This design comes from an exercise in tuning for small area on the open sky130 flow, not from production work.
In this exercise RTL edits were held to simulation tests only and were not proved equivalent to the original.
Power is estimated from default activity; no workload was simulated.

===== design/flow/constraint.sdc =====
create_clock -name core_clock -period 6.5 [get_ports {clk}]
set_input_delay 1.3000 -clock core_clock [delete_from_list [all_inputs] [get_ports {clk}]]
set_output_delay 1.3000 -clock core_clock [all_outputs]
set_load 0.01 [all_outputs]

===== design/flow/config.mk =====
export PLATFORM = sky130hd
export DESIGN_NAME = register_manager_param
export DESIGN_NICKNAME = register_manager_param
export VERILOG_FILES = /design/flow/design.v
export SDC_FILE = /design/flow/constraint.sdc
export NUM_CORES = 8
export LEC_CHECK = 0
export CAP_MARGIN = 20
export CORE_MARGIN = 2
export CORE_UTILIZATION = 45
export CTS_CLUSTER_DIAMETER = 100
export CTS_CLUSTER_SIZE = 24
export PLACE_DENSITY = 0.55
export SETUP_SLACK_MARGIN = 0.1
export SLEW_MARGIN = 20
export SYNTH_HIERARCHICAL = 1

===== design/flow/flow/run.sh =====
#!/bin/bash
# The standard ORFS layout (standard.sh, standard synthesis), with two settings changed:
# - port buffers are buf_2 cells instead of the default pick (a clock delay cell);
# - clock tree synthesis clusters up to 24 sinks within 100 um and inserts no dummy loads.
# The full output of the run goes to standard.log in this folder; ORFS's own per-step logs stay
# under orfs/logs.
set -euo pipefail
export BUFFER_PORTS_ARGS="-buffer_cell sky130_fd_sc_hd__buf_2"
export CTS_ARGS="-sink_clustering_enable -repair_clock_nets -sink_clustering_size 24 -sink_clustering_max_diameter 100 -dont_use_dummy_load"
bash standard.sh > standard.log 2>&1

===== design/flow/design.v =====
module register_manager_param #(
    parameter int DATA_WIDTH      = 32,
    parameter int ADDR_WIDTH      = 5,
    parameter int NUM_WRITE_PORTS = 4,
    parameter int NUM_READ_PORTS  = 2,
    parameter int QUEUE_DEPTH     = 8
) (
    input  logic                                  clk,
    input  logic                                  reset,
    input  logic [NUM_WRITE_PORTS-1:0]            write_enable,
    input  logic [NUM_WRITE_PORTS*ADDR_WIDTH-1:0] write_addr,
    input  logic [NUM_WRITE_PORTS*DATA_WIDTH-1:0] write_data,
    input  logic [NUM_WRITE_PORTS-1:0]            write_float,
    output logic                                  stall,
    output logic                                  overflow,
    input  logic [NUM_READ_PORTS*ADDR_WIDTH-1:0]  read_addr,
    input  logic [NUM_READ_PORTS-1:0]             read_float,
    output logic [NUM_READ_PORTS*DATA_WIDTH-1:0]  read_data,
    output logic [$clog2(QUEUE_DEPTH+1)-1:0]      pending_count
);
    localparam int DW   = DATA_WIDTH;
    localparam int AW   = ADDR_WIDTH;
    localparam int KW   = AW + 1;
    localparam int NK   = 2 ** KW;
    localparam int NW   = NUM_WRITE_PORTS;
    localparam int NR   = NUM_READ_PORTS;
    localparam int QD   = QUEUE_DEPTH;
    localparam int CW   = $clog2(QD + 1);
    localparam int PW   = $clog2(QD);
    localparam int LW   = $clog2(NW);
    localparam int NS   = QD + NK - 1;         
    logic [CW-1:0] count_q;
    logic [PW-1:0] head_q, tail_q;
    logic          ovf_q, phase_q;
    logic [KW-1:0] rkey_q [0:NR-1];
    logic [NK-1:1] valid_q;
    logic [NR-1:0] rbv_q, rbv_d;
    assign stall         = count_q > QD - NW;
    assign overflow      = ovf_q;
    assign pending_count = count_q;
    logic [KW-1:0] wkey [0:NW-1];
    logic [NW-1:0] acc;
    logic [LW:0]   rank [0:NW-1];
    logic [CW-1:0] n_acc;
    always_comb begin
        n_acc = '0;
        for (int i = 0; i < NW; i++) begin
            wkey[i] = {write_float[i], write_addr[i*AW +: AW]};
            acc[i]  = !stall && write_enable[i] && wkey[i] != '0;
            rank[i] = n_acc[LW:0];
            n_acc   = n_acc + acc[i];
        end
    end
    logic [NW-1:0]   lwe;
    logic [NW-1:0]   lsel [0:NW-1];
    logic [PW-1:0]   lslot [0:NW-1];
    logic [KW-1:0]   lkey [0:NW-1];
    logic [DW-1:0]   ldat [0:NW-1];
    logic [LW-1:0]   loff;
    always_comb begin
        for (int l = 0; l < NW; l++) begin
            loff     = l[LW-1:0] - tail_q[LW-1:0];
            lslot[l] = tail_q + {{(PW-LW){1'b0}}, loff};
            for (int i = 0; i < NW; i++) lsel[l][i] = acc[i] && rank[i] == {1'b0, loff};
            lwe[l]  = |lsel[l];
            lkey[l] = '0;
            ldat[l] = '0;
            for (int i = 0; i < NW; i++) begin
                lkey[l] = lkey[l] | ({KW{lsel[l][i]}} & wkey[i]);
                ldat[l] = ldat[l] | ({DW{lsel[l][i]}} & write_data[i*DW +: DW]);
            end
        end
    end
    logic [QD-1:0] fwe, fwe_n;
    logic [KW-1:0] fkey_q [0:QD-1];
    logic [QD-1:0] fc_q;
    logic [DW-1:0] fs [0:QD-1];
    always_comb begin
        for (int s = 0; s < QD; s++) begin
            fwe[s]   = lwe[s % NW] && lslot[s % NW] == s;
            fwe_n[s] = !fwe[s];
        end
    end
    always_ff @(posedge clk) begin
        for (int s = 0; s < QD; s++)
            if (fwe[s]) begin
                fkey_q[s] <= lkey[s % NW];
                fc_q[s]   <= phase_q;
            end
    end
    for (genvar s = 0; s < QD; s++) begin : g_fifo
        rm_word #(.W(DW)) u_word (.clk(clk), .we(fwe[s]), .we_n(fwe_n[s]), .d(ldat[s % NW]), .s(fs[s]));
    end
    logic [QD-1:0] live_q, seen_q, below_tail;
    always_comb begin
        for (int s = 0; s < QD; s++) below_tail[s] = s < tail_q;
    end
    logic          drain;
    logic [QD-1:0] hsel;
    logic [KW-1:0] dkey;
    logic [DW-1:0] dsraw;
    logic          dc;
    logic [NK-1:1] bwe, bwe_n;
    logic [DW-1:0] bwd;
    always_comb begin
        drain = count_q != '0;
        dkey  = '0;
        dsraw = '0;
        dc    = 1'b0;
        for (int s = 0; s < QD; s++) begin
            hsel[s] = head_q == s;
            dkey    = dkey | ({KW{hsel[s]}} & fkey_q[s]);
            dsraw   = dsraw | ({DW{hsel[s]}} & fs[s]);
            dc      = dc | (hsel[s] & fc_q[s]);
        end
        bwd = dsraw ^ {DW{dc}};
        for (int a = 1; a < NK; a++) begin
            bwe[a]   = drain && dkey == a;
            bwe_n[a] = !bwe[a];
        end
    end
    logic [DW-1:0] bank [1:NK-1];
    for (genvar a = 1; a < NK; a++) begin : g_bank
        rm_word #(.W(DW)) u_word (.clk(clk), .we(bwe[a]), .we_n(bwe_n[a]), .d(bwd), .s(bank[a]));
    end
    always_ff @(posedge clk or posedge reset) begin
        if (reset) begin
            head_q  <= '0;
            tail_q  <= '0;
            count_q <= '0;
            ovf_q   <= 1'b0;
            phase_q <= 1'b0;
            valid_q <= '0;
            live_q  <= '0;
            seen_q  <= '0;
            rbv_q   <= '0;
            for (int r = 0; r < NR; r++) rkey_q[r] <= '0;
        end else begin
            head_q  <= head_q + {{(PW-1){1'b0}}, drain};
            tail_q  <= tail_q + n_acc[PW-1:0];
            count_q <= count_q - {{(CW-1){1'b0}}, drain} + n_acc;
            ovf_q   <= ovf_q | (stall & |write_enable);
            phase_q <= !phase_q;
            valid_q <= valid_q | bwe;
            live_q  <= (live_q & ~(hsel & {QD{drain}})) | fwe;
            seen_q  <= live_q | fwe;
            for (int r = 0; r < NR; r++) begin
                rkey_q[r] <= {read_float[r], read_addr[r*AW +: AW]};
                rbv_q[r]  <= rbv_d[r];
            end
        end
    end
    logic [(NK-1)*DW-1:0] bsrc;
    logic [QD*DW-1:0]     fsrc;
    always_comb begin
        for (int a = 1; a < NK; a++) bsrc[(a-1)*DW +: DW] = bank[a];
        for (int s = 0; s < QD; s++) fsrc[s*DW +: DW] = fs[s];
    end
    logic [KW-1:0] ckey [0:NR-1];
    logic [NK-1:1] cbsel [0:NR-1];
    always_comb begin
        for (int r = 0; r < NR; r++) begin
            ckey[r] = {read_float[r], read_addr[r*AW +: AW]};
            for (int a = 1; a < NK; a++) cbsel[r][a] = valid_q[a] && ckey[r] == a;
            rbv_d[r] = |cbsel[r];
        end
    end
    logic [NW-1:0] weq [0:NR-1];
    logic [QD-1:0] feq [0:NR-1];
    for (genvar r = 0; r < NR; r++) begin : g_cmp
        for (genvar i = 0; i < NW; i++) begin : g_w
            rm_eq #(.W(KW)) u_eq (.a(wkey[i]), .b(rkey_q[r]), .eq(weq[r][i]));
        end
        for (genvar s = 0; s < QD; s++) begin : g_f
            rm_eq #(.W(KW)) u_eq (.a(fkey_q[s]), .b(rkey_q[r]), .eq(feq[r][s]));
        end
    end
    logic [QD-1:0] rfsel [0:NR-1];
    logic [NW-1:0] rwsel [0:NR-1];
    logic          rwany [0:NR-1], rfany [0:NR-1];
    logic [NW-1:0] wm, wsel;
    logic [QD-1:0] fm, flo, fhi, fsel;
    logic          wany, fany, lo_any, hi_any;
    always_comb begin
        for (int r = 0; r < NR; r++) begin
            wany = 1'b0;
            for (int i = NW - 1; i >= 0; i--) begin
                wm[i]   = acc[i] && weq[r][i];
                wsel[i] = wm[i] && !wany;
                wany    = wany | wm[i];
            end
            for (int s = 0; s < QD; s++) fm[s] = seen_q[s] && feq[r][s];
            flo    = fm & below_tail;
            fhi    = fm & ~below_tail;
            lo_any = 1'b0;
            hi_any = 1'b0;
            for (int s = QD - 1; s >= 0; s--) begin
                fsel[s] = (flo[s] && !lo_any) || (fhi[s] && !hi_any && !(|flo));
                lo_any  = lo_any | flo[s];
                hi_any  = hi_any | fhi[s];
            end
            fany     = |fm;
            rfsel[r] = fsel;
            rwsel[r] = wsel;
            rwany[r] = wany;
            rfany[r] = fany;
        end
    end
    logic [QD-1:0] fpol;
    logic [QD*(DW+1)-1:0] fpsrc;
    always_comb begin
        for (int s = 0; s < QD; s++) begin
            fpol[s] = phase_q ^ fc_q[s];
            fpsrc[s*(DW+1) +: DW+1] = {fpol[s], fs[s]};
        end
    end
    for (genvar r = 0; r < NR; r++) begin : g_rd
        logic [DW-1:0] yb, rb_q;
        logic [DW:0]   y;
        rm_aor #(.W(DW), .N(NK-1)) u_bsel (.sel(cbsel[r]), .d(bsrc), .q(yb));
        always_ff @(posedge clk) rb_q <= yb;
        rm_aor #(.W(DW+1), .N(QD+1)) u_fsel (.sel({!rfany[r] && rbv_q[r], rfsel[r]}),
                                             .d({!phase_q, rb_q, fpsrc}), .q(y));
        rm_merge #(.W(DW), .N(NW)) u_out (.y(y), .wany(rwany[r]), .wsel(rwsel[r]), .wd(write_data),
                                          .q(read_data[r*DW +: DW]));
    end
endmodule
module rm_word #(
    parameter int W = 32
) (
    input  logic         clk,
    input  logic         we,
    input  logic         we_n,
    input  logic [W-1:0] d,
    output logic [W-1:0] s
);
    always_ff @(posedge clk) s <= ~((s | {W{we}}) & ({W{we_n}} | d));
endmodule
module rm_aor #(
    parameter int W = 32,
    parameter int N = 64
) (
    input  logic [N-1:0]   sel,
    input  logic [N*W-1:0] d,
    output logic [W-1:0]   q
);
    localparam int NG = (N + 2) / 3;
    logic [3*NG-1:0]   sel3;
    logic [3*NG*W-1:0] d3;
    logic [W-1:0]      yn [0:NG-1];
    assign sel3 = {{(3*NG-N){1'b0}}, sel};
    assign d3   = {{((3*NG-N)*W){1'b0}}, d};
    for (genvar g = 0; g < NG; g++) begin : g_grp
        rm_aoi222 #(.W(W)) u_aoi (.sel(sel3[3*g +: 3]), .d(d3[3*g*W +: 3*W]), .yn(yn[g]));
    end
    always_comb begin
        q = '0;
        for (int g = 0; g < NG; g++) q = q | ~yn[g];
    end
endmodule
module rm_aoi222 #(
    parameter int W = 32
) (
    input  logic [2:0]     sel,
    input  logic [3*W-1:0] d,
    output logic [W-1:0]   yn
);
    assign yn = ~(({W{sel[0]}} & d[0 +: W]) | ({W{sel[1]}} & d[W +: W]) | ({W{sel[2]}} & d[2*W +: W]));
endmodule
module rm_eq #(
    parameter int W = 6
) (
    input  logic [W-1:0] a,
    input  logic [W-1:0] b,
    output logic         eq
);
    assign eq = a == b;
endmodule
module rm_merge #(
    parameter int W = 32,
    parameter int N = 4
) (
    input  logic [W:0]     y,
    input  logic           wany,
    input  logic [N-1:0]   wsel,
    input  logic [N*W-1:0] wd,
    output logic [W-1:0]   q
);
    always_comb begin
        q = {W{!wany}} & (y[W-1:0] ^ {W{y[W]}});
        for (int i = 0; i < N; i++) q = q | ({W{wsel[i]}} & wd[i*W +: W]);
    end
endmodule

===== design/flow/standard.sh =====
#!/bin/bash
# synth_recipe.tcl (not shown) runs the flow's synth.tcl, then flattens the netlist and writes it again
# the make line also repeats each setting of config.mk as NAME=value (left out here)
make -C /OpenROAD-flow-scripts/flow DESIGN_CONFIG=/design/flow/config.mk WORK_HOME=/design/flow/orfs CLKGATE_MAP_FILE= SYNTH_SCRIPT=/design/flow/synth_recipe.tcl "${@:-finish}"

==> metrics.md, run 1 <==
| Metric | Value |
|---|---|
| CP Data Arrival Time | between 4000 and 5000 ps |
| 1st-iter DRT viols | between 20k and 30k |
| GRT Util Overall | a little under half |
| RSZ-0062 raised after global routing | true |
| First-pass GRT wire length | between 700,000 and 800,000 um |
| Via Count | ~110k |
| Status | complete, no violations |
| Initial core utilization | a little under half |
| Die area | around 240,000 um2 |
| Leak | between 0.04 and 0.05 uW |
| Rel. slew slack | under 10% |
| CP max stage delay | a little over 500 ps |
| RePlAce Congestion | about 1.1 |
| Vias in the first global route | about 100k |
| Die width | roughly 500 um |
| Multi-input combinational cell area | between 40,000 and 50,000 um2 |
| Max Fanout on Critical Path | 20 |
| Min cycle time layout | about 6300 ps |
| Family with the most delay on the worst path | simple AND/OR/NAND/NOR gates |
| Final hold vios | 0 |
| Residual DRC | 0 |
| Slew Limit Fails | 0 |
| Worst flop-to-flop path endpoint | g_bank[26].u_word.s[13] |
| Yosys warns | 45 |
| EDFF count, synth | 56 |
| Ys flop type | dfxtp_1 |
| Final Skew | ~140 ps |
| Synth Register Bits | ~2.5k |
| Port Buffers | ~240 |
| Share of flip-flops with an asynchronous set or reset | around 4.2% |
| CTS Buffer Depth | 3 |
| Wire per inst | 44.9 um |
| Largest net degree at the start of global routing | 64 |
| Peak VDD IR | ~1100 uV |
| Clock root buffer | clkbuf_16 |
| Class of the most critical setup path | flip-flop to output port |
| Drt pass-1 iters | 14 |
| Sequential Area | between 50,000 and 60,000 um2 |
| Clk slew on worst S/H paths | around 100 ps |
| Die Height | roughly 500 um |
| Crit path required time | between 5000 and 6000 ps |
| Final setup violation count | 0 |
| Synthesized area per cell | roughly 11 um2 |
| Nets | 10.0k |
| # fillers | between 20k and 25k |
| DR vias/cell | 8.33 |
| Placed cells | 12.9k |
| Synth Instances | 9,991 |
| Commonest cells in the netlist | dfxtp_1 (2,336), o22ai_1 (2,276), a222oi_1 (1,621) |
| Cell Rows | 178 |
| Core footprint | approximately 240,000 um2 |
| Initial antenna violation count | 35 |
| Setup TNS | 0 ps |
| R2r startpoint | head_q[2] |
| Post-synth top area cell | dfxtp_1 |
| Max H-tree Level | 3 |
| Fmax | roughly 160 MHz |
| Post-Syn Area | about 110,000 um2 |
| Post-Layout Cell Count | 13.0k |
| Total CTS buffers | 121 |
| Worst-path cell chain | buf_4 -> xnor2_1 -> nand4_1 -> nor3_4 -> a41oi_1 -> o21ai_2 -> nor2_1 -> a41oi_2 -> nor2_4 -> buf_4 -> a222oi_1 -> nand3_1 -> xnor2_1 -> o211ai_1 -> buf_2 |
| Buf/Inv on CP | 3 |
| R2R cell count | 8 |
| MaxCap Viol Count | 0 |
| Layout Area Growth over Synthesis | 5.61% |
| Worst-Skew Late Latency | ~900 ps |
| Fin crit share | 96.7% |
| Placed cell area | ~110,000 um2 |
| R2R Setup Slk | roughly 1300 ps |
| TritonCTS clock tree | done |
| Distinct cell type count after synthesis | 86 |
| Largest cells by area after synthesis | dfxtp_1 (44%), a222oi_1 (15%), o22ai_1 (13%) |
| Layout cell share with drive strength beyond 1 | between 10% and 20% |
| Crit end category | output port |
| Pwr Density | about 690 nW/um2 |
| CP Launch Type | flip-flop |
| Grt ovf | 0 |
| Top Ports | between 200 and 250 |
| Routed Antenna Nets | 0 |
| Slew @ Worst Pin | ~1400 ps |
| Top-count cell post-synth | dfxtp_1 |
| Overall power | ~77,000 uW |
| Net count after synthesis | just over 10k |
| Post-synthesis sequential area ratio | between 40 and 50% |
| Top-area cell type share of the netlist area | 43.9% |
| Hpwl dp | around 380,000 um |
| Sink Count | ~2.5k |
| Hold Path Class | input pin to asynchronous set/reset pin |
| Total Routed Length | ~600,000 um |
| Final instance area | 112,000 um2 |
| CP max-delay cell | dfrtp_2 |
## timing repair
action	in CTS	in global routing
hold buffers	0	0
resized for setup	7	18
buffers inserted	0	6
endpoints found under the setup margin	64	64
pin swaps	0	4
## worst register-to-register path: stages (launching register included)
cell and delay (ps):
dfrtp_2 800, nor2b_1 480, o2bb2ai_1 300, a221oi_4 850, nand4b_1 870, nor2_4 300
buf_4 570, inv_2 630, o22ai_1 330
## worst max path at each step
stage / startpoint / endpoint / slack (ps) / depth (start not counted)
final: rkey_q[1][0] / read_data[61] / 210 / 15
after global routing: tail_q[2] / read_data[61] / 90 / 15
after CTS: rkey_q[0][0] / read_data[24] / 140 / 15
after detailed placement: tail_q[1] / read_data[51] / 620 / 14
after global placement: read_addr[3] / g_rd[0].rb_q[7] / 570 / 9
after floorplan: head_q[2] / g_bank[10].u_word.s[10] / 1720 / 10
## per-layer routing
| layer | wire length (um) | share of wire [%] | track usage (%) |
|---|---|---|---|
| met4 | 54600 | 9.3 | 34.5 |
| met3 | 89800 | 15 | 18.5 |
| met1 | 203000 | 35 | 55.2 |
| met5 | 193 | 0.033 | 0.139 |
| met2 | 237000 | 41 | 65.3 |
## area by class of cell
class | instances | share of cell area, %
well taps | 3150 | 3.51
inverters | 103 | 0.346
diodes | 23 | 0.0512
repair buffers | 799 | 5.25
multi-input cells | 6330 | 42.7
flip-flops and latches | 2497 | 45.4
clock buffers | 121 | 2.69
## state kept, by name (all words and copies together), names as in the netlist
register         flops
valid_q             63
fkey_q              48
fc_q                 8
rkey_q              12
live_q               8
seen_q               8
ovf_q                1
g_bank.u_word.s   2016
g_fifo.u_word.s    256
g_rd.rb_q           64
phase_q              1
tail_q               3
head_q               3
count_q              4
rbv_q                2
## where the power goes
group | total (uW) | internal, uW | switching [uW]
combinational | 38500 | 11200 | 27300
clock | 8470 | 3300 | 5170
sequential | 30100 | 23200 | 6930
## metrics by stage
stage	setup slack [ps]	hold WS (ps)	utilization (%)
after global routing	85.3	440	47.8
after CTS	136	412	47.7
final	214	435	47.8
after floorplan	1720	435	-
after detailed placement	624	452	46.4
after global placement	567	446	46.3
## cells in the final DEF (no fill, tap or decap), types with 80 or more instances in the layout
master	instances
o22ai_1	2276
nand2_1	393
a22oi_1	247
nand3_1	155
dfrtp_1	95
clkbuf_16	121
dfxtp_1	2336
nor2_1	125
nand4_1	312
a221o_1	80
inv_1	96
a22o_1	86
and3_1	87
buf_4	517
a222oi_1	1621
buf_2	241
xnor2_1	171
## cells by family (layout without fill, tap and decap cells)
group / count (synthesis) / after routing / share of synthesized area, %
compound gates: 4522 / 4522 / 33.4
simple gates: 1466 / 1466 / 7.27
buf+inv: 1164 / 1023 / 8.33
flops: 2497 / 2497 / 48.0
other cells: 0 / 23 / 0
mux: 47 / 47 / 0.505
fa+ha+maj: 27 / 27 / 0.346
xor+xnor: 268 / 268 / 2.21
==> run 2: changes to the inputs <==
--- a/design/flow/config.mk
+++ b/design/flow/config.mk
@@ -8,8 +8,8 @@
 export CAP_MARGIN = 20
 export CORE_MARGIN = 2
-export CORE_UTILIZATION = 45
+export CORE_UTILIZATION = 50
 export CTS_CLUSTER_DIAMETER = 100
 export CTS_CLUSTER_SIZE = 24
-export PLACE_DENSITY = 0.55
+export PLACE_DENSITY = 0.6
 export SETUP_SLACK_MARGIN = 0.1
 export SLEW_MARGIN = 20
==> metrics.md, run 2 <==
| Metric | Value |
|---|---|
| Status | complete, no violations |
| Top sig layer | met5 |
| Met2 Routed Length | 232,000 um (-2.0%) |
| # fillers | 19.1k (-12%) |
| Initial antenna violation count | 88 (+150%) |
| Synth Instances | 9,991 (unchanged) |
| Most flops, register | g_bank.u_word.s |
| Clk slew on worst S/H paths | 100 ps (about the same) |
| Die width | 465 um (-5.1%) |
| Fmax | 158 MHz (-0.62%) |
| Grt ovf | 0 (unchanged) |
| Fin Hold WS | 471 ps (+36.2 ps) |
| Most frequent cells in the layout | dfxtp_1 (2,336), o22ai_1 (2,276), a222oi_1 (1,621) |
| Nets | 10.1k (+0.92%) |
| CP max stage delay | 550 ps (+40 ps) |
| Total CTS buffers | 116 (-4.1%) |
| Combinational power share | 50.5% (+0.5 points) |
| Hold Crit Start | g_bank[35].u_word.s[1] |
| Most common cell after layout, fill and taps aside | dfxtp_1 |
| Core footprint | 212,000 um2 (-9.9%) |
| Die Height | 465 um (-5.1%) |
| Post-synth top area cell | dfxtp_1 |
| Worst flop-to-flop path endpoint | g_bank[12].u_word.s[11] |
| Initial core utilization | 50.2% (+5.0 points) |
| Crit path required time | 5200 ps (about the same) |
| Yosys warns | 45 (unchanged) |
| Pwr Density | 691 nW/um2 (+0.83%) |
| Final worst slack | 175 ps (-38.9 ps) |
| Hold Path Class | flip-flop to flip-flop |
| GRT Util Overall | 52.3% (+6.4 points) |
| Top-area cell type share of the netlist area | 43.9% (unchanged) |
| Total Routed Length | 598,000 um (+2.3%) |
| Largest net degree at the start of global routing | 64 (unchanged) |
| Via Count | 111k (+2.4%) |
| Overall power | 77,700 uW (+0.85%) |
| Layout Area Growth over Synthesis | 5.63% (about the same) |
| Clk pwr share | 10.7% (-0.3 points) |
| Max Fanout on Critical Path | 32 (+60%) |
| Cell Rows | 169 (-5.1%) |
| R2R Setup Slk | 920 ps (-420 ps) |
| MaxCap Viol Count | 0 (unchanged) |
| RePlAce Congestion | 1.11 (+5.9%) |
| Post-Syn Area | 106,000 um2 (unchanged) |
| CP Data Arrival Time | 5030 ps (+40 ps) |
| Metal1 wirelength | 203,000 um (about the same) |
| 1st-iter DRT viols | 29.0k (+8.9%) |
| Max reg flops | 2,016 (unchanged) |
| Biggest regs | g_bank.u_word.s: 2016 flops, g_fifo.u_word.s: 256 flops, g_rd.rb_q: 64 flops |
| Ys flop type | dfxtp_1 |
| Top Ports | 240 (unchanged) |
| EDFF count, synth | 56 (unchanged) |
| Worst-Skew Late Latency | 910 ps (+20 ps) |
| Min cycle time layout | 6330 ps (+38.9 ps) |
| Largest cells by area after synthesis | dfxtp_1 (44%), a222oi_1 (15%), o22ai_1 (13%) |
| Internal | 37,600 uW (-0.36%) |
| Psw | 40,200 uW (+2.0%) |
| Wire per inst | 46.7 um (+4.0%) |
| Port Buffers | 239 (unchanged) |
| Routed Antenna Nets | 0 (unchanged) |
| Die area | 217,000 um2 (-9.9%) |
| Worst hold stages | 1 |
| Crit end category | output port |
| Placement Setup Slack | 773 ps (+149 ps) |
| RSZ-0062 raised after global routing | false |
| Fin crit share | 97.3% (+0.60 points) |
| Final Skew | 133 ps (-5.18 ps) |
| Synthesized area per cell | 10.7 um2 (unchanged) |
| Slew @ Worst Pin | 1380 ps (+0.265 ps) |
| First-pass GRT wire length | 814,000 um (+1.8%) |
| Leak | 0.0421 uW (+0.89%) |
| Drt pass-1 iters | 17 (+3) |
| Distinct cell type count after synthesis | 86 (unchanged) |
| Layout cell share with drive strength beyond 1 | 12.7% (+0.095 points) |
| Share of flip-flops with an asynchronous set or reset | 4.21% (unchanged) |
| Hold Crit Endpoint | g_bank[35].u_word.s[1] |
| Sink Count | 2,497 (unchanged) |
| Final setup violation count | 0 (unchanged) |
| Family with the most delay on the worst path | compound AO/OA/AOI/OAI gates |
| Clock root buffer | clkbuf_16 |
| R2r startpoint | head_q[0] |
| Buf/Inv on CP | 3 (unchanged) |
| Hpwl dp | 391,000 um (+3.7%) |
| Peak VDD IR | 2030 uV (+81%) |
| CP max-delay cell | dfrtp_2 |
| Net count after synthesis | 10.2k (unchanged) |
| Sw Ratio | 51.7% (+0.59 points) |
| CTS Buffer Depth | 3 (unchanged) |
| Synth Register Bits | 2,497 (unchanged) |
| Routed wl met3 | 106,000 um (+18%) |
| R2R cell count | 7 (-1) |
| CP Launch Type | flip-flop |
| Rel. slew slack | 7.17% (-0.018 points) |
| Worst-path cell chain | buf_4 -> xnor2_1 -> nand4_1 -> nor3_2 -> nand2_1 -> o22a_1 -> o211ai_1 -> nor2_1 -> a41oi_2 -> nor2_2 -> buf_6 -> a222oi_1 -> nand3_1 -> xnor2_1 -> o211ai_1 -> buf_2 |
| DR vias/cell | 8.67 (+4.1%) |
| Max H-tree Level | 3 (unchanged) |
| Slew Limit Fails | 0 (unchanged) |
| TritonCTS clock tree | done |
| Top-count cell post-synth | dfxtp_1 |
| Hold_buf cts | 0 (unchanged) |
| Class of the most critical setup path | flip-flop to output port |
| Final hold vios | 0 (unchanged) |
| Commonest cells in the netlist | dfxtp_1 (2,336), o22ai_1 (2,276), a222oi_1 (1,621) |
| Vias in the first global route | 102k (+0.99%) |
| Layout Utilization | 53.1% (+5.3 points) |
| Post-synthesis sequential area ratio | 48.0% (unchanged) |
| Seq pwr share | 38.8% (-0.2 points) |
| Residual DRC | 0 (unchanged) |
## run 2: how the worst max path moves through the flow
stage	startpoint	to	slack (ps)	cells after the start
after global placement	read_addr[4]	g_rd[0].rb_q[8]	-270	8
after global routing	rkey_q[1][3]	read_data[56]	70	16
after detailed placement	read_addr[1]	g_rd[0].rb_q[25]	770	10
after CTS	rkey_q[0][0]	read_data[29]	150	15
final	rkey_q[1][0]	read_data[56]	170	16
after floorplan	head_q[2]	g_bank[10].u_word.s[10]	1720	10
## run 2: final cells by class
cell class	count	area (um2)	share of cell area (%)
antenna	54	135	0.120
clock buffer	116	2900	2.58
tap	2821	3530	3.14
timing repair buffer	896	6750	6.00
inverter	103	389	0.346
multi-input combinational	6330	47700	42.4
sequential	2497	51100	45.4
## run 2: metrics by stage
stage               area, um2  TNS, ps  instances
floorplan              106000        0       9991
global placement       109000     -274      12600
detailed placement     109000        0      12600
CTS                    112000        0      12800
global route           112000        0      12800
finish                 112000        0      12800
## run 2: kinds of logic after synthesis
logic type	synth area share, %
adders and majority gates	0.346
buffers and inverters	8.33
AOI/OAI and AO/OA	33.4
and+or+nand+nor	7.27
DFF	48.0
xor gates and xnor gates	2.21
muxes	0.505
## run 2: timing repair
action | 4_1_cts | 5_1_grt
setup buffers | 0 | 1
gates resized for setup | 2 | 21
pin swaps | 0 | 5
endpoints found under the setup margin | 11 | 43
## run 2: power by group through the flow
stage                     logic, uW  registers [uW]  clock network [uW]
final                         39300           30200                8290
after global routing          39100           30800                8690
after CTS                     36700           29700                8180
after detailed placement      36700           30000                   0
after global placement        35800           29600                   0
after floorplan               20500           27700                   0
## run 2: metal layers
metal / track usage (%) / vias to the layer above
li1: - / 42900
met1: 63.1 / 54300
met2: 71.1 / 11100
met3: 26.5 / 2801
met4: 37.5 / 76
met5: 0.988 / -
==> run 3: changes to the inputs <==
--- a/design/flow/design.v
+++ b/design/flow/design.v
@@ -29,5 +29,4 @@
     localparam int PW   = $clog2(QD);
     localparam int LW   = $clog2(NW);
-    localparam int NS   = QD + NK - 1;         
     logic [CW-1:0] count_q;
     logic [PW-1:0] head_q, tail_q;
@@ -152,8 +151,6 @@
     end
     logic [(NK-1)*DW-1:0] bsrc;
-    logic [QD*DW-1:0]     fsrc;
     always_comb begin
         for (int a = 1; a < NK; a++) bsrc[(a-1)*DW +: DW] = bank[a];
-        for (int s = 0; s < QD; s++) fsrc[s*DW +: DW] = fs[s];
     end
     logic [KW-1:0] ckey [0:NR-1];
--- a/design/flow/config.mk
+++ b/design/flow/config.mk
@@ -8,9 +8,9 @@
 export CAP_MARGIN = 20
 export CORE_MARGIN = 2
-export CORE_UTILIZATION = 50
+export CORE_UTILIZATION = 45
 export CTS_CLUSTER_DIAMETER = 100
 export CTS_CLUSTER_SIZE = 24
-export PLACE_DENSITY = 0.6
-export SETUP_SLACK_MARGIN = 0.1
+export PLACE_DENSITY = 0.55
+export SETUP_SLACK_MARGIN = 0.05
 export SLEW_MARGIN = 20
 export SYNTH_HIERARCHICAL = 1
==> metrics.md, run 3 <==
| Metric | Value |
|---|---|
| Status | complete, no violations |
| Final Skew | 136 ps (+2.60 ps) |
| Hpwl dp | 377,000 um (-3.6%) |
| Synth Instances | 9,991 (unchanged) |
| Total Routed Length | 585,000 um (-2.2%) |
| Leak | 0.0417 uW (-0.95%) |
| Hold_buf cts | 0 (unchanged) |
| Rel. slew slack | 8.67% (+1.5 points) |
| Die Height | 490 um (+5.4%) |
| Setup TNS | 0 ps (unchanged) |
| 1st-iter DRT viols | 26.7k (-8.0%) |
| Peak VDD IR | 1120 uV (-45%) |
| Die area | 240,000 um2 (+11%) |
| Post-synthesis sequential area ratio | 48.0% (unchanged) |
| Synth Register Bits | 2,497 (unchanged) |
| Grt ovf | 0 (unchanged) |
| Initial core utilization | 45.3% (-5.0 points) |
| Crit end category | output port |
| Max reg flops | 2,016 (unchanged) |
| Synthesized area per cell | 10.7 um2 (unchanged) |
| CTS Buffer Depth | 3 (unchanged) |
| Total CTS buffers | 121 (+4.3%) |
| Slew @ Worst Pin | 1360 ps (-22.3 ps) |
| Buf/Inv on CP | 3 (unchanged) |
| Fin crit share | 97.7% (+0.40 points) |
| Max H-tree Level | 3 (unchanged) |
| Combinational power share | 50.0% (-0.5 points) |
| Ys flop type | dfxtp_1 |
| MaxCap Viol Count | 0 (unchanged) |
| Final setup violation count | 0 (unchanged) |
| TritonCTS clock tree | done |
| Pwr Density | 687 nW/um2 (-0.70%) |
| Worst-Skew Late Latency | 890 ps (-20 ps) |
| Clk slew on worst S/H paths | 100 ps (about the same) |
| Hold Path Class | input pin to asynchronous set/reset pin |
| Class of the most critical setup path | flip-flop to output port |
| Clock root buffer | clkbuf_16 |
| Largest cells by area after synthesis | dfxtp_1 (44%), a222oi_1 (15%), o22ai_1 (13%) |
| Final instance area | 112,000 um2 (about the same) |
| Top-area cell type share of the netlist area | 43.9% (unchanged) |
| Sequential Area | 51,100 um2 (about the same) |
| Drt pass-1 iters | 19 (+2) |
| Post-Syn Area | 106,000 um2 (unchanged) |
| Crit path required time | 5200 ps (about the same) |
| Yosys warns | 45 (unchanged) |
| Most common cell after layout, fill and taps aside | dfxtp_1 |
| Wire per inst | 44.9 um (-3.7%) |
| Port Buffers | 239 (unchanged) |
| Net count after synthesis | 10.2k (unchanged) |
| Cell Rows | 178 (+5.3%) |
| Seq pwr share | 39.0% (+0.2 points) |
| RePlAce Congestion | 1.05 (-5.5%) |
| Initial antenna violation count | 35 (-60%) |
| Overall power | 77,200 uW (-0.76%) |
| Die width | 490 um (+5.4%) |
| Slew Limit Fails | 0 (unchanged) |
| Layout cell share with drive strength beyond 1 | 12.5% (-0.15 points) |
| RSZ-0062 raised after global routing | true |
| Min cycle time layout | 6350 ps (+26.1 ps) |
| Largest net degree at the start of global routing | 64 (unchanged) |
| CP max stage delay | 520 ps (-30 ps) |
| CP Launch Type | flip-flop |
| Placed cell area | 109,000 um2 (-0.16%) |
| Max Fanout on Critical Path | 20 (-38%) |
| Share of flip-flops with an asynchronous set or reset | 4.21% (unchanged) |
| Biggest regs | g_bank.u_word.s: 2016 flops, g_fifo.u_word.s: 256 flops, g_rd.rb_q: 64 flops |
| Commonest cells in the netlist | dfxtp_1 (2,336), o22ai_1 (2,276), a222oi_1 (1,621) |
| Via Count | 109k (-2.2%) |
| Multi-input combinational cell area | 48,000 um2 (+0.73%) |
| Residual DRC | 0 (unchanged) |
| Nets | 10.0k (-0.95%) |
| Layout Area Growth over Synthesis | 5.56% (about the same) |
| First-pass GRT wire length | 799,000 um (-1.8%) |
| Clk pwr share | 11.0% (+0.3 points) |
| # fillers | 21.8k (+14%) |
| Vias in the first global route | 101k (-0.98%) |
| Final hold vios | 0 (unchanged) |
| Most frequent cells in the layout | dfxtp_1 (2,336), o22ai_1 (2,276), a222oi_1 (1,621) |
| EDFF count, synth | 56 (unchanged) |
| Distinct cell type count after synthesis | 86 (unchanged) |
| Top-count cell post-synth | dfxtp_1 |
| Sw Ratio | 51.1% (-0.54 points) |
| Sink Count | 2,497 (unchanged) |
| Post-synth top area cell | dfxtp_1 |
| Most flops, register | g_bank.u_word.s |
| GRT Util Overall | 45.9% (-6.4 points) |
| CP Data Arrival Time | 5050 ps (+20 ps) |
| Core footprint | 235,000 um2 (+11%) |
| Internal | 37,700 uW (+0.36%) |
| Top Ports | 240 (unchanged) |
| Worst-path cell chain | buf_4 -> xnor2_1 -> nand4_1 -> nor3_2 -> nand2_1 -> o211ai_1 -> nor2_1 -> a41oi_2 -> nor2_4 -> buf_4 -> a222oi_1 -> nand3_2 -> xnor2_1 -> o211ai_1 -> buf_2 |
| Fmax | 157 MHz (-0.41%) |
| Psw | 39,400 uW (-1.8%) |
| CP max-delay cell | dfrtp_2 |
| DR vias/cell | 8.35 (-3.7%) |
| Routed Antenna Nets | 0 (unchanged) |
| Family with the most delay on the worst path | compound AO/OA/AOI/OAI gates |
-- run 3: worst paths after layout --
| path | slack, ps | cells past startpoint | startpoint | endpoint |
|---|---|---|---|---|
| max in group asynchronous | 5090 | 3 | reset | rkey_q[0][1] |
| min | 430 | 2 | reset | tail_q[1] |
| min reg2reg | 460 | 1 | live_q[2] | seen_q[2] |
| min in group core_clock | 460 | 1 | live_q[2] | seen_q[2] |
| max reg2reg | 1340 | 8 | head_q[2] | g_bank[26].u_word.s[13] |
| max | 150 | 15 | rkey_q[1][0] | read_data[51] |
-- run 3: layout make-up --
| type | count | area share [%] |
|---|---|---|
| Antenna cell | 22 | 0.0490 |
| Clock buffer | 121 | 2.69 |
| Inverter | 103 | 0.346 |
| Multi-Input combinational cell | 6330 | 42.7 |
| Sequential cell | 2497 | 45.5 |
| Tap cell | 3150 | 3.51 |
| Timing Repair Buffer | 795 | 5.22 |
-- run 3: what timing repair did --
| action | CTS | global route |
|---|---|---|
| pin swaps | 0 | 3 |
| gates resized for setup | 6 | 16 |
| buffers inserted | 0 | 2 |
| setup endpoints to repair | 64 | 63 |
-- run 3: per-stage QoR --
step                std cells  hold slack (ps)  worst slack [ps]  util, %
floorplan                9991              435              1720        -
global placement        12900              446               567     46.3
detailed placement      12900              452               624     46.4
CTS                     13000              412              50.3     47.7
global route            13000              440              40.0     47.8
finish                  13000              432               149     47.8
-- run 3: power by group through the flow --
stage	sequential, uW	combinational, uW	clock (uW)
6_report	30100	38600	8480
5_1_grt	30800	38900	8930
4_1_cts	29700	36600	8420
3_5_place_dp	30000	36700	0
3_3_place_gp	29600	36000	0
2_1_floorplan	27700	20500	0
-- run 3: kinds of logic after synthesis --
group	synth area share (%)
and+or+nand+nor	7.27
muxes	0.505
DFF	48.0
AOI/OAI and AO/OA	33.4
adders and majority gates	0.346
xor gates and xnor gates	2.21
buffers and inverters	8.33
-- run 3: routing by layer --
layer | wire, um | global-route usage [%]
met2 | 237000 | 65.3
met4 | 55100 | 34.5
met3 | 90900 | 18.5
met5 | 187 | 0.139
met1 | 202000 | 55.2
==> run 4: changes to the inputs <==
==> design/flow/flow/run.sh (replaced) <==
#!/bin/bash
# The standard ORFS layout (standard.sh, standard synthesis), with two settings changed:
# - port buffers are buf_2 cells instead of the default pick (a clock delay cell);
# - clock tree synthesis clusters up to 26 sinks within 100 um and inserts no dummy loads.
# The full output of the run goes to standard.log in this folder; ORFS's own per-step logs stay
# under orfs/logs.
set -euo pipefail
export BUFFER_PORTS_ARGS="-buffer_cell sky130_fd_sc_hd__buf_2"
export CTS_ARGS="-sink_clustering_enable -repair_clock_nets -sink_clustering_size 26 -sink_clustering_max_diameter 100 -dont_use_dummy_load"
bash standard.sh > standard.log 2>&1
--- a/design/flow/config.mk
+++ b/design/flow/config.mk
@@ -8,8 +8,8 @@
 export CAP_MARGIN = 20
 export CORE_MARGIN = 2
-export CORE_UTILIZATION = 45
+export CORE_UTILIZATION = 40
 export CTS_CLUSTER_DIAMETER = 100
-export CTS_CLUSTER_SIZE = 24
-export PLACE_DENSITY = 0.55
+export CTS_CLUSTER_SIZE = 26
+export PLACE_DENSITY = 0.5
 export SETUP_SLACK_MARGIN = 0.05
 export SLEW_MARGIN = 20
==> metrics.md, run 4 <==
| Metric | Value |
|---|---|
| Hold_buf cts | 0 (unchanged) |
| Die width | 520 um (+6.0%) |
| Final hold vios | 0 (unchanged) |
| Synth Instances | 9,991 (unchanged) |
| TritonCTS clock tree | done |
| CP Data Arrival Time | 5120 ps (+70 ps) |
| Via Count | 108k (-0.80%) |
| DR vias/cell | 8.03 (-3.9%) |
| 1st-iter DRT viols | 25.8k (-3.3%) |
| Yosys warns | 45 (unchanged) |
| Top-count cell post-synth | dfxtp_1 |
| Max H-tree Level | 3 (unchanged) |
| Residual DRC | 0 (unchanged) |
| Slew Limit Fails | 0 (unchanged) |
| EDFF count, synth | 56 (unchanged) |
| Crit end category | output port |
| Total Routed Length | 601,000 um (+2.7%) |
| Most flops, register | g_bank.u_word.s |
| Most frequent CP cell | buf_4 |
| Most frequent cells in the layout | dfxtp_1 (2,336), o22ai_1 (2,276), a222oi_1 (1,621) |
| Class of the most critical setup path | flip-flop to output port |
| Worst-Skew Late Latency | 870 ps (-20 ps) |
| Hpwl dp | 379,000 um (+0.62%) |
| Net count after synthesis | 10.2k (unchanged) |
| Cell Rows | 189 (+6.2%) |
| Grt ovf | 0 (unchanged) |
| Synthesized area per cell | 10.7 um2 (unchanged) |
| CP max-delay cell | dfrtp_1 |
| Clk slew on worst S/H paths | 110 ps (about the same) |
| CP Launch Type | flip-flop |
| Post-Syn Area | 106,000 um2 (unchanged) |
| Core footprint | 265,000 um2 (+13%) |
| Max Fanout on Critical Path | 21 (+5.0%) |
| Top Ports | 240 (unchanged) |
| Distinct cell type count after synthesis | 86 (unchanged) |
| Die area | 270,000 um2 (+12%) |
| Drt pass-1 iters | 15 (-4) |
| Fmax | 156 MHz (-1.1%) |
| Rel. slew slack | 9.48% (+0.82 points) |
| Commonest cells in the netlist | dfxtp_1 (2,336), o22ai_1 (2,276), a222oi_1 (1,621) |
| Ys flop type | dfxtp_1 |
| Slew @ Worst Pin | 1350 ps (-12.2 ps) |
| Max reg flops | 2,016 (unchanged) |
| CP max stage delay | 650 ps (+130 ps) |
| Nets | 10.1k (+0.43%) |
| Initial core utilization | 40.2% (-5.1 points) |
| RSZ-0062 raised after global routing | false |
| Layout Area Growth over Synthesis | 6.20% |
| Clock root buffer | clkbuf_16 |
| Biggest regs | g_bank.u_word.s: 2016 flops, g_fifo.u_word.s: 256 flops, g_rd.rb_q: 64 flops |
| Most common cell after layout, fill and taps aside | dfxtp_1 |
| Status | complete, no violations |
| Synth Register Bits | 2,497 (unchanged) |
| Overall power | 77,300 uW (+0.20%) |
| Die Height | 520 um (+6.0%) |
| Final Skew | 106 ps (-29.7 ps) |
| MaxCap Viol Count | 0 (unchanged) |
| Worst-path cell chain | buf_4 -> xnor2_1 -> nand4_1 -> nor3_2 -> a41oi_1 -> o21ai_0 -> buf_4 -> nor2_1 -> nand2_1 -> a21oi_4 -> buf_4 -> buf_4 -> a222oi_1 -> nand3_1 -> xnor2_1 -> o211ai_1 -> buf_2 |
| Largest cells by area after synthesis | dfxtp_1 (44%), a222oi_1 (15%), o22ai_1 (13%) |
| Largest net degree at the start of global routing | 64 (unchanged) |
| Final setup violation count | 0 (unchanged) |
| Port Buffers | 239 (unchanged) |
| Share of flip-flops with an asynchronous set or reset | 4.21% (unchanged) |
| Vias in the first global route | 101k (+0.59%) |
| Layout cell share with drive strength beyond 1 | 12.9% (+0.42 points) |
| Fin crit share | 98.8% (+1.0 points) |
| Pwr Density | 684 nW/um2 (-0.40%) |
| RePlAce Congestion | 1.06 (+1.2%) |
| Post-synth top area cell | dfxtp_1 |
| Peak VDD IR | 1170 uV (+3.7%) |
| Total CTS buffers | 115 (-5.0%) |
| Crit path required time | 5200 ps (about the same) |
| Leak | 0.0418 uW (+0.29%) |
| Wire per inst | 44.7 um (-0.51%) |
| Min cycle time layout | 6420 ps (+67.8 ps) |
| GRT Util Overall | 42.0% (-3.9 points) |
| Hold Path Class | input pin to asynchronous set/reset pin |
| First-pass GRT wire length | 819,000 um (+2.5%) |
| Initial antenna violation count | 32 (-8.6%) |
| Family with the most delay on the worst path | compound AO/OA/AOI/OAI gates |
| # fillers | 25.4k (+17%) |
| Setup TNS | 0 ps (unchanged) |
| Post-synthesis sequential area ratio | 48.0% (unchanged) |
| CTS Buffer Depth | 3 (unchanged) |
| Routed Antenna Nets | 0 (unchanged) |
| Buf/Inv on CP | 5 (+2) |
| Top-area cell type share of the netlist area | 43.9% (unchanged) |
| Sink Count | 2,497 (unchanged) |
## run 4: changes by cell type in the layout (fill, tap and decap cells not counted), moves of 3 or more
cell / change
buf_4: +40
nor4_1: +21
nor4_2: -19
inv_1: -12
diode_2: -10
buf_12: +9
and3_2: +7
and3_1: -6
clkbuf_16: -6
clkinv_1: +6
inv_2: +6
dfrtp_2: +5
dfrtp_1: -4
buf_6: +3
## run 4: layout make-up
| cell class | count | area, um2 | area share, % |
|---|---|---|---|
| inverter | 103 | 389 | 0.344 |
| sequential | 2497 | 51100 | 45.2 |
| timing repair buffer | 844 | 6370 | 5.63 |
| multi-input combinational | 6330 | 47900 | 42.3 |
| clock buffer | 115 | 2880 | 2.55 |
| antenna | 12 | 30.0 | 0.0266 |
| tap | 3533 | 4420 | 3.91 |
## run 4: routing by layer
| metal | part of all wire (%) | GRT usage [%] |
|---|---|---|
| met1 | 35 | 51.5 |
| met2 | 41 | 60.1 |
| met3 | 14 | 14.2 |
| met4 | 9.7 | 32.9 |
| met5 | 0.071 | 0.246 |
## run 4: kinds of logic after synthesis
logic type / share of synthesized area (%)
mux: 0.505
simple gates: 7.27
buf+inv: 8.33
flops: 48.0
fa+ha+maj: 0.346
xor+xnor: 2.21
compound gates: 33.4
## run 4: power by group
part | switching (uW) | total (uW) | internal (uW)
Clock | 5180 | 8330 | 3150
Sequential | 6810 | 30000 | 23200
Combinational | 27800 | 39000 | 11200
Total | 39800 | 77300 | 37500
## run 4: worst paths after layout
kind / slack (ps) / endpoint / startpoint / depth (start not counted)
max: 80 / read_data[52] / rkey_q[1][0] / 17
max in group asynchronous: 4540 / head_q[0] / reset / 4
max reg2reg: 1340 / g_bank[12].u_word.s[5] / head_q[2] / 9
min reg2reg: 460 / seen_q[2] / live_q[2] / 1
min in group core_clock: 460 / seen_q[2] / live_q[2] / 1
min: 430 / live_q[1] / reset / 2
## run 4: through the flow
stage          setup slack, ps  area [um2]  util [%]  hold WS [ps]  instances
2_1_floorplan             1720      106000         -           435       9991
5_1_grt                   51.3      113000      42.7           421      13400
3_5_place_dp               486      110000      41.4           445      13300
6_report                  80.9      113000      42.7           429      13400
3_3_place_gp               475      110000      41.4           445      13300
4_1_cts                   30.5      113000      42.6           468      13400
## run 4: timing repair
item,in CTS,in global routing
gates resized for setup,10,24
setup endpoints to repair,63,33
pin swaps,7,14
cloned,0,0
setup buffers,9,12

[re-timing with driven ports]
The flow's constraints put no driver on any port. The routed layouts listed below were extracted and timed again, unchanged, in two steps.
Step 1 (the two cells are an assumption about what drives the block):
set clk [get_ports {clk}]
set_driving_cell -lib_cell sky130_fd_sc_hd__clkbuf_16 $clk
set_driving_cell -lib_cell sky130_fd_sc_hd__buf_2 [delete_from_list [all_inputs] $clk]
Step 2 also shifts input and output timing later by t, the mid clock arrival at the registers, as if the neighbouring blocks saw the same clock.
a / b / c = ideal ports / drivers / drivers and shift; a / b = the first two.
run	shift t [ns]	setup slack, ns	latest minus earliest clock arrival (ns)	worst data-port slew with drivers (ns)
run 1	0.928	0.214 / 0.108 / 0.700	0.142 / 0.143	0.15
run 2	0.945	0.175 / 0.078 / 0.460	0.134 / 0.134	0.18
run 3	0.929	0.149 / 0.045 / 0.634	0.141 / 0.141	0.18
run 4	0.923	0.081 / -0.022 / 0.686	0.106 / 0.107	0.20
After both steps every run listed still meets setup and hold.
